From an optimization exercise on the open Yosys and OpenROAD flow, aimed at small area, a short achievable clock period and few clock cycles; shortcuts taken in it are not production practice. Function was checked by simulation only, so behaviour that the tests miss may differ from the original. Power and IR drop assume default switching activity.

== wip/harbor ==
Design bounded_fifo_with_remove_by_value, start of the top module:
module bounded_fifo_with_remove_by_value #(
  parameter int unsigned DEPTH      = DEPTH_DEF,
  parameter int unsigned DATA_WIDTH = DATA_WIDTH_DEF
) (
  input  logic               clk_i,
  input  logic               rst_ni,
  input  logic               cfg_we_i,
  input  logic [LIMIT_W-1:0] cfg_wdata_i,
  input  logic               in_valid_i,
  output logic               in_stall_o,
  input  logic [MODE_W+VALUE_W-1:0]          in_word_i,
  output logic               out_valid_o,
  input  logic               out_stall_i,
  output logic [STATUS_W+VALUE_W+OCC_W-1:0] out_word_o
);
export LEC_CHECK = 0
export CAP_MARGIN = 20
export CORE_MARGIN = 2
export CORE_UTILIZATION = 40
export CTS_CLUSTER_DIAMETER = 80
export CTS_CLUSTER_SIZE = 22
export GPL_TIMING_DRIVEN = 0
export PLACE_DENSITY = 0.8
export SETUP_SLACK_MARGIN = 3.0
export SLEW_MARGIN = 20
export TNS_END_PERCENT = 0
create_clock -name core_clock -period 5.0 [get_ports {clk_i}]
standard.sh (not shown) runs the stock make flow with config.mk's settings and CLKGATE_MAP_FILE= SYNTH_SCRIPT=/design/flow/synth_recipe.tcl, a recipe that flattens the netlist after the stock synthesis.
==> flow/flow/run.sh <==
#!/bin/bash
set -euo pipefail
export BUFFER_PORTS_ARGS="-buffer_cell sky130_fd_sc_hd__buf_2"
bash standard.sh > standard_flow.log 2>&1
Testbench counts of wip/harbor, summed over its fixed seeds: cycles 12,016.
#### Input delta (wip/indigo over wip/harbor)
Settings: GPL_TIMING_DRIVEN no longer set, was 0; SETUP_SLACK_MARGIN now 2.8, was 3.0; ABC_AREA now 1, previously not set.
### Flow results
[wip/indigo] worst-case setup margin in the final layout rose 200 ps relative to wip/harbor. wip/indigo ended up with nand2_1 as its most frequent standard cell in the layout excluding fill and tap cells; wip/harbor ended up with edfxtp_1. Minimum clock period after layout | wip/indigo below wip/harbor. For wip/indigo, the slowest cell on the critical path was inv_1, unlike wip/harbor, where it was a31oi_1. wip/indigo vs wip/harbor: power down by a few percent.
Relative to wip/indigo, the following input files were edited for wip/garnet:
Settings: ABC_AREA: 1 -> unset.
Results
Changes observed in wip/garnet relative to wip/indigo: utilization shows a reduction of 0.30 points, detailed-routing wirelength on met1 went up 7.5 mm, number of antenna violations at the first check in global routing +7, post-route standard cell area excluding fillers saw a decrease.
The startpoint of the most critical setup path comes out old_q[9]$_DFFE_PN0P_ in one run and m1_q[13]$_DFFE_PN_ in the other, namely in wip/indigo and wip/garnet respectively.
Mux share of post-synthesis cell area came out higher on wip/garnet than on wip/indigo.
Looking at number of vias in the routed layout, wip/garnet sits below wip/indigo.
Side by side, critical-path maximum fanout turned out lower in wip/garnet than in wip/indigo.
wip/garnet ends up with a reported leakage power that is 15% lower than in wip/indigo.
Commonest non-fill, non-tap cell in the layout = nand2_1: wip/indigo; commonest non-fill, non-tap cell in the layout = edfxtp_1: wip/garnet
--- input diff wip/garnet..wip/nickel ---
Settings: CTS_CLUSTER_SIZE no longer set, was 22; CTS_CLUSTER_DIAMETER no longer set, was 80; PLACE_DENSITY no longer set, was 0.8.
Notes after the runs:
In terms of number of multi-input combinational cells, wip/nickel and wip/garnet differ only marginally.
Against wip/garnet, wip/nickel comes in 8.6 ps higher on clock skew.
In the reports for wip/nickel and wip/garnet, the smaller cell count along the critical path belongs to wip/nickel.
Relative to wip/nickel, the following input files were edited for wip/maple:
Settings: putting PLACE_DENSITY at 0.8 where nothing was set; swapping 2.8 for 3.6 in SETUP_SLACK_MARGIN; putting CTS_CLUSTER_SIZE at 22 where nothing was set; putting CTS_CLUSTER_DIAMETER at 80 where nothing was set.
- After detailed routing, wip/nickel needs more wire than wip/maple.
- Final design area excluding fillers in wip/maple is 0.0012 mm^2 lower than in wip/nickel
- Result: PASS for each of wip/maple and wip/nickel
- Summary — time the final worst path needs with I/O delays and setup, wip/maple relative to wip/nickel: lower, by 130 ps.
- [compare] base=wip/nickel new=wip/maple: final clock period utilization by the worst path moved down; global-route usage now sits lower; power spent charging and discharging nets now sits lower; setup slack +130 ps.
> inputs changed (wip/maple -> wip/raven)
Settings: SETUP_SLACK_MARGIN now 2.8, was 3.6; TNS_END_PERCENT now 10, was 0.
Results
Taking wip/maple as the reference, in wip/raven utilization of the core after routing has increased; final layout net count +about 1.2%. wip/raven closes out successfully: all stages finished, all timing, DRC and antenna checks passed. From wip/raven to wip/maple, initial core utilization did not move at all. Final critical-path required period in wip/raven is 120 ps higher than in wip/maple. Layout overhead on the synthesized area ended up 3.3 points higher on wip/raven than on wip/maple. Higher final non-filler cell total goes to wip/raven over wip/maple. As far as clock-pin slew of the registers on the worst-case setup and hold paths is concerned, wip/raven and wip/maple perform about the same. On first-iteration DRC count, wip/maple and wip/raven are basically level. The final reports for wip/raven and wip/maple show stage delay of the slowest cell on the critical path higher in the former.

afterwards: timing with drivers on the ports:
In the flow no input, the clock included, has a driving cell. The finished layouts below were timed again as built, in two steps. Step 1, drivers: a clkbuf_16 drives clk_i and a buf_2 each remaining input, both assumed. Step 2 times the ports against the registers' clock, not the clock port: input delays grow and output delays shrink by t, the midpoint of the rising clock arrivals with the driver on. a / b / c = ideal ports / drivers / drivers and shift; a / b = the first two.
run | shift t [ns] | setup slack, ns | latest minus earliest clock arrival (ns) | worst data-port slew with drivers (ns)
wip/harbor | 0.683 | 2.223 / 2.223 / 1.617 | 0.039 / 0.039 | 0.06
wip/indigo | 0.682 | 2.421 / 2.421 / 1.792 | 0.067 / 0.067 | 0.07
wip/garnet | 0.679 | 2.580 / 2.580 / 1.949 | 0.035 / 0.035 | 0.07
wip/nickel | 0.705 | 2.451 / 2.451 / 1.792 | 0.043 / 0.042 | 0.07
wip/maple | 0.669 | 2.580 / 2.608 / 1.947 | 0.031 / 0.031 | 0.07
wip/raven | 0.672 | 2.463 / 2.485 / 1.813 | 0.039 / 0.039 | 0.08
After both steps every run listed still meets setup and hold. For wip/nickel, which loses most, drivers alone change the setup slack by 0.000 ns; drivers and shift together by -0.659 ns.
